Context: an optimization exercise on an open-source flow, tuned for small area and a short achievable clock period. The choices shown serve that exercise and are no tape-out recipe. The RTL was checked by simulation tests, not by an equivalence proof against the original design. Power figures rest on the tool's default switching activity, not on a simulated workload.

## dp_sram_be
module dp_sram_be
#(
  parameter int DATA_W   = 16,
  parameter int ADDR_W   = 7,
  parameter int RDW_MODE = 0
) (
  input  logic                clk,
  input  logic                rst,
  output logic                init_done,
  output logic                collision,
  input  logic                en_a,
  input  logic                we_a,
  input  logic [DATA_W/8-1:0] be_a,
  input  logic [ADDR_W-1:0]   addr_a,
  input  logic [DATA_W-1:0]   wdata_a,
  output logic [DATA_W-1:0]   rdata_a,
  output logic                rvalid_a,
  input  logic                en_b,
  input  logic                we_b,
  input  logic [DATA_W/8-1:0] be_b,
  input  logic [ADDR_W-1:0]   addr_b,
  input  logic [DATA_W-1:0]   wdata_b,
  output logic [DATA_W-1:0]   rdata_b,
  output logic                rvalid_b
);
  localparam int BE_W  = DATA_W / 8;
  localparam int DEPTH = 1 << ADDR_W;
  logic [DATA_W-1:0] mem [DEPTH];
  logic              clr_we;
  logic [ADDR_W-1:0] clr_addr;
  dp_sram_clr_seq #(
    .ADDR_W(ADDR_W)
  ) u_clr (
    .clk      (clk),
    .rst      (rst),
    .clr_we   (clr_we),
    .clr_addr (clr_addr),
    .init_done(init_done)
  );
  function automatic logic [DATA_W-1:0] mrg(
    input logic [DATA_W-1:0] o,
    input logic [DATA_W-1:0] n,
    input logic [BE_W-1:0]   b
  );
    mrg = DATA_W'(dp_sram_pkg::lane_merge(dp_sram_pkg::MRG_W'(o), dp_sram_pkg::MRG_W'(n), dp_sram_pkg::MRG_BE'(b)));
  endfunction
  logic rd_a, rd_b, wr_a, wr_b, same;
  assign rd_a = init_done & en_a & ~we_a;
  assign rd_b = init_done & en_b & ~we_b;
  assign wr_a = init_done & en_a & we_a;
  assign wr_b = init_done & en_b & we_b;
  assign same = (addr_a == addr_b);
  logic              pa_we;
  ...
Size in the first run: roughly 10,000 cells after synthesis, roughly 92 I/O pins.
clock: 5.0 ns
lec_check: 0
cap_margin: 20
core_margin: 2
core_utilization: 45
slew_margin: 20
run.sh (not shown) runs the stock make flow with config.mk's settings and CLKGATE_MAP_FILE= SYNTH_SCRIPT=/design/flow/synth_recipe.tcl, a recipe that flattens the netlist after the stock synthesis.
The baseline produced a clean layout.
Rerun with:
- CORE_UTILIZATION: 45 -> 42
- SETUP_SLACK_MARGIN: default -> 1.8
Effect:
- The changed run completed with no timing, DRC or antenna violations
- critical path depth went up by 1
- cell count went up by 2.4%
- die area went up by 7.1%
- clock skew went down by 6.9 ps
- hold slack gains 290 ps
- wire length is about the same
- cell area went up by 0.85%
- clock power stays flat
- synthesized area does not change
- total power went down by 0.62%
- core utilization went down by 3.1 points

* * *

== the reference run ==
dp_sram_be, a different RTL version from the one above (not shown whole).
For scale: ~9400 cells after synthesis, ~92 I/O pins, roughly 93000 um2 of cells after synthesis.
// dp_sram_be
module dp_sram_be
#(
  parameter int DATA_W   = 16,
  parameter int ADDR_W   = 7,
  parameter int RDW_MODE = 0
) (
  input  logic                clk,
  input  logic                rst,
  output logic                init_done,
  output logic                collision,
  input  logic                en_a,
  input  logic                we_a,
  input  logic [DATA_W/8-1:0] be_a,
  input  logic [ADDR_W-1:0]   addr_a,
  input  logic [DATA_W-1:0]   wdata_a,
  output logic [DATA_W-1:0]   rdata_a,
  output logic                rvalid_a,
  input  logic                en_b,
  input  logic                we_b,
  input  logic [DATA_W/8-1:0] be_b,
  input  logic [ADDR_W-1:0]   addr_b,
  input  logic [DATA_W-1:0]   wdata_b,
  output logic [DATA_W-1:0]   rdata_b,
  output logic                rvalid_b
);
export LEC_CHECK = 0
export CAP_MARGIN = 20
export CORE_MARGIN = 2
export CORE_UTILIZATION = 50
export SETUP_SLACK_MARGIN = 2.5
export SLEW_MARGIN = 20
create_clock -name core_clock -period 5.0 [get_ports {clk}]
standard.sh (not shown) runs the stock make flow with config.mk's settings and CLKGATE_MAP_FILE= SYNTH_SCRIPT=/design/flow/synth_recipe.tcl, a recipe that flattens the netlist after the stock synthesis.
==> flow/flow/run.sh <==
#!/bin/bash
# Own flow: the standard ORFS layout, with the storage write-select and
# read-mux leaf modules hand-mapped to sky130hd cells (flow/cells.v)
# instead of being mapped by ABC. Registers are untouched.
# Ports are buffered with buf_4 (instead of the smallest buffer, a delay
# cell) and the resizer may change a cell's footprint.
set -euo pipefail
python3 flow/swap.py design.v flow/cells.v > design_gates.v 2> swap.log
bash standard.sh VERILOG_FILES=$PWD/design_gates.v \
  MATCH_CELL_FOOTPRINT=0 \
  "BUFFER_PORTS_ARGS=-buffer_cell sky130_fd_sc_hd__buf_4" \
  finish > standard.log 2>&1
Other scripts of this flow, unchanged in this note and not shown: flow/flow/cells.v, flow/flow/swap.py
No final results exist for the reference run, since it was stopped by error GRT-0232 during global routing (5_1_grt).
Changes in the trial run relative to the reference run:
diff --git a/flow/config.mk b/flow/config.mk
--- a/flow/config.mk
+++ b/flow/config.mk
@@ -8,5 +8,5 @@
 export CAP_MARGIN = 20
 export CORE_MARGIN = 2
-export CORE_UTILIZATION = 50
+export CORE_UTILIZATION = 65
 export SETUP_SLACK_MARGIN = 2.5
 export SLEW_MARGIN = 20
Notes after the runs:
As for a clean layout from the trial run and the reference run, there is none. The trial run: it failed with a tool error in global routing (5_1_grt), so there are no final results. Diff the reference run -> the trial run: post-cts gate resize count increased by 315 relative to the old numbers, basic-gate share of the synthesized area counting and, or, nand and nor cells closely matched the old numbers, number of cells in the design after placement decreased by 621 relative to the old numbers. The trial run vs. the reference run: final RePlAce weighted congestion went up by 0.14. Reported for the trial run and the reference run, cell count after synthesis turned out identical to the last digit.

==> re-timing with driven ports <==
The flow's constraints put no driver on any port. The routed layouts listed below were extracted and timed again, unchanged, in two steps. Step 1 (the two cells are an assumption about what drives the block):
set clk [get_ports {clk}]
set_driving_cell -lib_cell sky130_fd_sc_hd__clkbuf_16 $clk
set_driving_cell -lib_cell sky130_fd_sc_hd__buf_2 [delete_from_list [all_inputs] $clk]
Step 2 moves the port delays by t, midway between the first and last clock arrival at a register: inputs arrive t later, outputs are due t later. That takes back most of the time a late clock gives input paths. Three values: ideal ports, drivers, drivers and shift; two values: the first two.
run | shift t [ns] | slack for setup (ns) | hold slack, ns | latest minus earliest clock arrival (ns) | worst data-port slew with drivers (ns)
the first run of note 1 | 1.054 | 0.580 / 0.580 / -0.228 | 0.305 / 0.347 / 0.602 | 0.057 / 0.057 | 0.23
the second run of note 1 | 1.065 | 1.481 / 1.283 / 0.218 | 0.591 / 0.591 / 0.591 | 0.061 / 0.060 | 0.36
With both steps, setup timing fails in the first run of note 1, where it was met with ideal ports. The setup slack of the second run of note 1, which loses most, moves by -0.198 ns with the drivers and by -1.263 ns with both steps.
